Context: an optimization exercise on an open-source flow, tuned for small area and a short achievable clock period. The choices shown serve that exercise and are no tape-out recipe. In this exercise RTL edits were held to simulation tests only and were not proved equivalent to the original. No activity file was given, so power comes from the tool's default toggle rates.

Setup of job 2870:
==> flow/design.v (excerpt) <==
module dma_iface_top (
   input  logic        pcie_clk,
   input  logic        rst_n,
   input  logic [1:0]  host_wr_if_sel,
   input  logic [3:0]  host_wr_mem_sel,
   input  logic [9:0]  host_wr_hi_addr,
   input  logic [31:0] host_wr_hi_data,
   input  logic [3:0]  host_wr_hi_mask,
   input  logic        host_wr_hi_en,
   input  logic [9:0]  host_wr_lo_addr,
   input  logic [31:0] host_wr_lo_data,
   input  logic [3:0]  host_wr_lo_mask,
   input  logic        host_wr_lo_en,
   input  logic [1:0]  host_rd_if_sel,
   input  logic [3:0]  host_rd_mem_sel,
   input  logic [9:0]  host_rd_addr_hi,
   input  logic        host_rd_en_hi,
   input  logic [9:0]  host_rd_addr_lo,
   input  logic        host_rd_en_lo,
   output logic [31:0] host_rd_data_hi,
   output logic [31:0] host_rd_data_lo,
   input  logic [2:0]  max_payload_size,
   input  logic [2:0]  max_read_req_size,
   output logic        iface_rdy,
   output logic [63:0] tx_dsc_mask,
   output logic [63:0] rx_dsc_mask,
   output logic [15:0] rx_byte_wait,
   input  logic [3:0]  dsc_rd_addr,
   input  logic        dsc_rd_en,
   output logic [63:0] dsc_rd_data,
   output logic        dsc_rd_valid,
   input  logic [3:0]  dsc_clr_addr,
   input  logic        dsc_clr_en
);
   localparam logic [31:0] NO_DATA = 32'hdeadbeef;
   logic [3:0] rst_cnt;
   logic       soft_reset;
   logic       restart;
   logic       rdy_o, rdy_w, rdy_c;
   assign restart = !rst_n || soft_reset;
   always_ff @(posedge pcie_clk) begin
      if (restart) begin
         rst_cnt <= 4'd0;
      end else if (!rdy_c) begin
         rst_cnt <= rst_cnt + 4'd1;
      end
   end
   always_ff @(posedge pcie_clk) begin
      rdy_o <= !restart && (rdy_o || rst_cnt == 4'hf);
      rdy_w <= !restart && (rdy_w || rst_cnt == 4'hf);
      rdy_c <= !restart && (rdy_c || rst_cnt == 4'hf);
   end
   assign iface_rdy = rdy_o;
   logic wr_ok, wr_cfg, wr_dsc, rd_cfg;
   assign wr_ok  = rdy_w && (host_wr_if_sel == 2'd0);
   assign wr_cfg = wr_ok && (host_wr_mem_sel == 4'd0);
   assign wr_dsc = wr_ok && (host_wr_mem_sel == 4'd1);
   assign rd_cfg = (host_rd_if_sel == 2'd0) && (host_rd_mem_sel == 4'd0);
   logic cfg_hi_en, cfg_lo_en;
   assign cfg_hi_en = wr_cfg && host_wr_hi_en;
   assign cfg_lo_en = wr_cfg && host_wr_lo_en;
   logic [1:0] cfg_hi_hit, cfg_lo_hit;
  ...
Size: ~3100 cells after synthesis, roughly 1300 flip-flops, roughly 420 I/O pins, about 48000 sq um of cells after synthesis.
export LEC_CHECK = 0
export CAP_MARGIN = 20
export CORE_MARGIN = 2
export CORE_UTILIZATION = 50
export CTS_CLUSTER_DIAMETER = 60
export CTS_CLUSTER_SIZE = 24
export PLACE_DENSITY = 0.65
export SETUP_SLACK_MARGIN = 1.9
export SLEW_MARGIN = 50
export SYNTH_HIERARCHICAL = 1
create_clock -name core_clock -period 4.0 [get_ports {pcie_clk}]
standard.sh (not shown) runs the stock make flow with config.mk's settings and CLKGATE_MAP_FILE= SYNTH_SCRIPT=/design/flow/synth_recipe.tcl, a recipe that flattens the netlist after the stock synthesis.
==> flow/flow/run.sh <==
#!/bin/bash
# standard synthesis, then the standard layout with plain buffers on the ports
set -euo pipefail
bash standard.sh synth > synth.log 2>&1
bash standard.sh "BUFFER_PORTS_ARGS=-buffer_cell sky130_fd_sc_hd__buf_2" finish > layout.log 2>&1
Job 2870 | status: complete | timing, DRC, antenna: pass
Edits applied to the flow inputs when going from job 2870 to job 9707:
--- a/flow/flow/run.sh
+++ b/flow/flow/run.sh
@@ -2,0 +3 @@
+# and a clock tree without dummy balancing loads
@@ -5 +6,3 @@
-bash standard.sh "BUFFER_PORTS_ARGS=-buffer_cell sky130_fd_sc_hd__buf_2" finish > layout.log 2>&1
+bash standard.sh "BUFFER_PORTS_ARGS=-buffer_cell sky130_fd_sc_hd__buf_2" \
+   "CTS_ARGS=-sink_clustering_enable -repair_clock_nets -sink_clustering_size 24 -sink_clustering_max_diameter 60 -dont_use_dummy_load" \
+   "REMOVE_ABC_BUFFERS=1" finish > layout.log 2>&1
--- a/flow/config.mk
+++ b/flow/config.mk
@@ -15 +15 @@
-export SLEW_MARGIN = 50
+export SLEW_MARGIN = 20
Notes after the runs:
Having completed the whole flow, job 9707 delivered a layout that passed the timing, design-rule and antenna checks.
Compare job 9707 and job 2870 | global-route wire length before repair higher: job 9707
Between job 9707 and job 2870, it is job 9707 whose worst slack on hold paths is higher, by 0.014 ns.
First-iteration DRC count, job 9707 and job 2870: larger value in job 2870
Final weighted congestion in routability-driven placement for job 9707: 0.99% up relative to job 2870
The inputs of job 5222 differ from those of job 9707 as listed below.
--- a/flow/config.mk
+++ b/flow/config.mk
@@ -14 +14 @@
-export SETUP_SLACK_MARGIN = 1.9
+export SETUP_SLACK_MARGIN = 2.0
Notes after the runs:
- Job 5222 reached the end of the flow, and the finished layout is clean on the timing, design-rule and antenna checks.
- Relative to job 9707, worst hold slack decreased by 0.0032 ns in job 5222.
- Changes observed in job 5222 relative to job 9707: met1 usage roughly the same, power drawn by the clock network roughly the same, fill cell instance count of the final layout lower, final critical-path share of the clock period lower, count of placed standard cells in the final layout, fillers left out higher.
- Diff job 9707 and job 5222: worst path setup slack after routing lower in job 9707
- Compared with job 9707, job 5222 is the more power-hungry design.
- Any difference in worst-case setup slack after placement between job 9707 and job 5222 is small enough to ignore.
- After detailed routing, job 9707 needs less wire than job 5222.
- In job 5222, ratio of routed vias to standard cells is higher than in job 9707.
> inputs changed (job 5222 -> job 256)
--- a/flow/flow/run.sh
+++ b/flow/flow/run.sh
@@ -7 +7 @@
-   "CTS_ARGS=-sink_clustering_enable -repair_clock_nets -sink_clustering_size 24 -sink_clustering_max_diameter 60 -dont_use_dummy_load" \
+   "CTS_ARGS=-sink_clustering_enable -repair_clock_nets -sink_clustering_size 24 -sink_clustering_max_diameter 60 -dont_use_dummy_load -buf_list {sky130_fd_sc_hd__clkbuf_4 sky130_fd_sc_hd__clkbuf_8 sky130_fd_sc_hd__clkbuf_16}" \
--- a/flow/config.mk
+++ b/flow/config.mk
@@ -14,2 +14,2 @@
-export SETUP_SLACK_MARGIN = 2.0
-export SLEW_MARGIN = 20
+export SETUP_SLACK_MARGIN = 1.9
+export SLEW_MARGIN = 50
Results
Job 256 finished every step from synthesis to the final layout, and the layout passed the timing, design-rule and antenna checks. Job 256 has non-clock buffer count below what job 5222 had. Job 256 vs job 5222: hold slack up in job 256. [job 256 vs job 5222] worst setup slack: lower in job 256. [job 256 vs job 5222] total routing usage reported by global routing: lower in job 256.

[port drivers added, routing unchanged]
How much do the figures lean on ideal ports? The routed layouts below were timed once more, with nothing changed but the port constraints. Step 1 assumes that a clkbuf_16 drives the clock port and a buf_2 every other input. Step 2 times the ports against the registers' clock, not the clock port: input delays grow and output delays shrink by t, the midpoint of the rising clock arrivals with the driver on. a / b / c = ideal ports / drivers / drivers and shift; a / b = the first two.
run | t (ns) | setup slack, ns | hold slack, ns | latest minus earliest clock arrival (ns) | worst slew at a driven data input, ns
job 2870 | 0.744 | 1.871 / 1.816 / 1.071 | 0.233 / 0.184 / 0.450 | 0.035 / 0.035 | 0.14
job 9707 | 0.728 | 1.874 / 1.841 / 1.187 | 0.246 / 0.196 / 0.433 | 0.079 / 0.079 | 0.12
job 5222 | 0.734 | 1.913 / 1.939 / 1.220 | 0.243 / 0.194 / 0.434 | 0.086 / 0.085 | 0.13
job 256 | 0.729 | 1.870 / 1.832 / 1.182 | 0.250 / 0.195 / 0.417 | 0.089 / 0.089 | 0.12
After both steps setup and hold are still met in every run listed. The setup slack of job 2870, which loses most, moves by -0.055 ns with the drivers and by -0.800 ns with both steps.
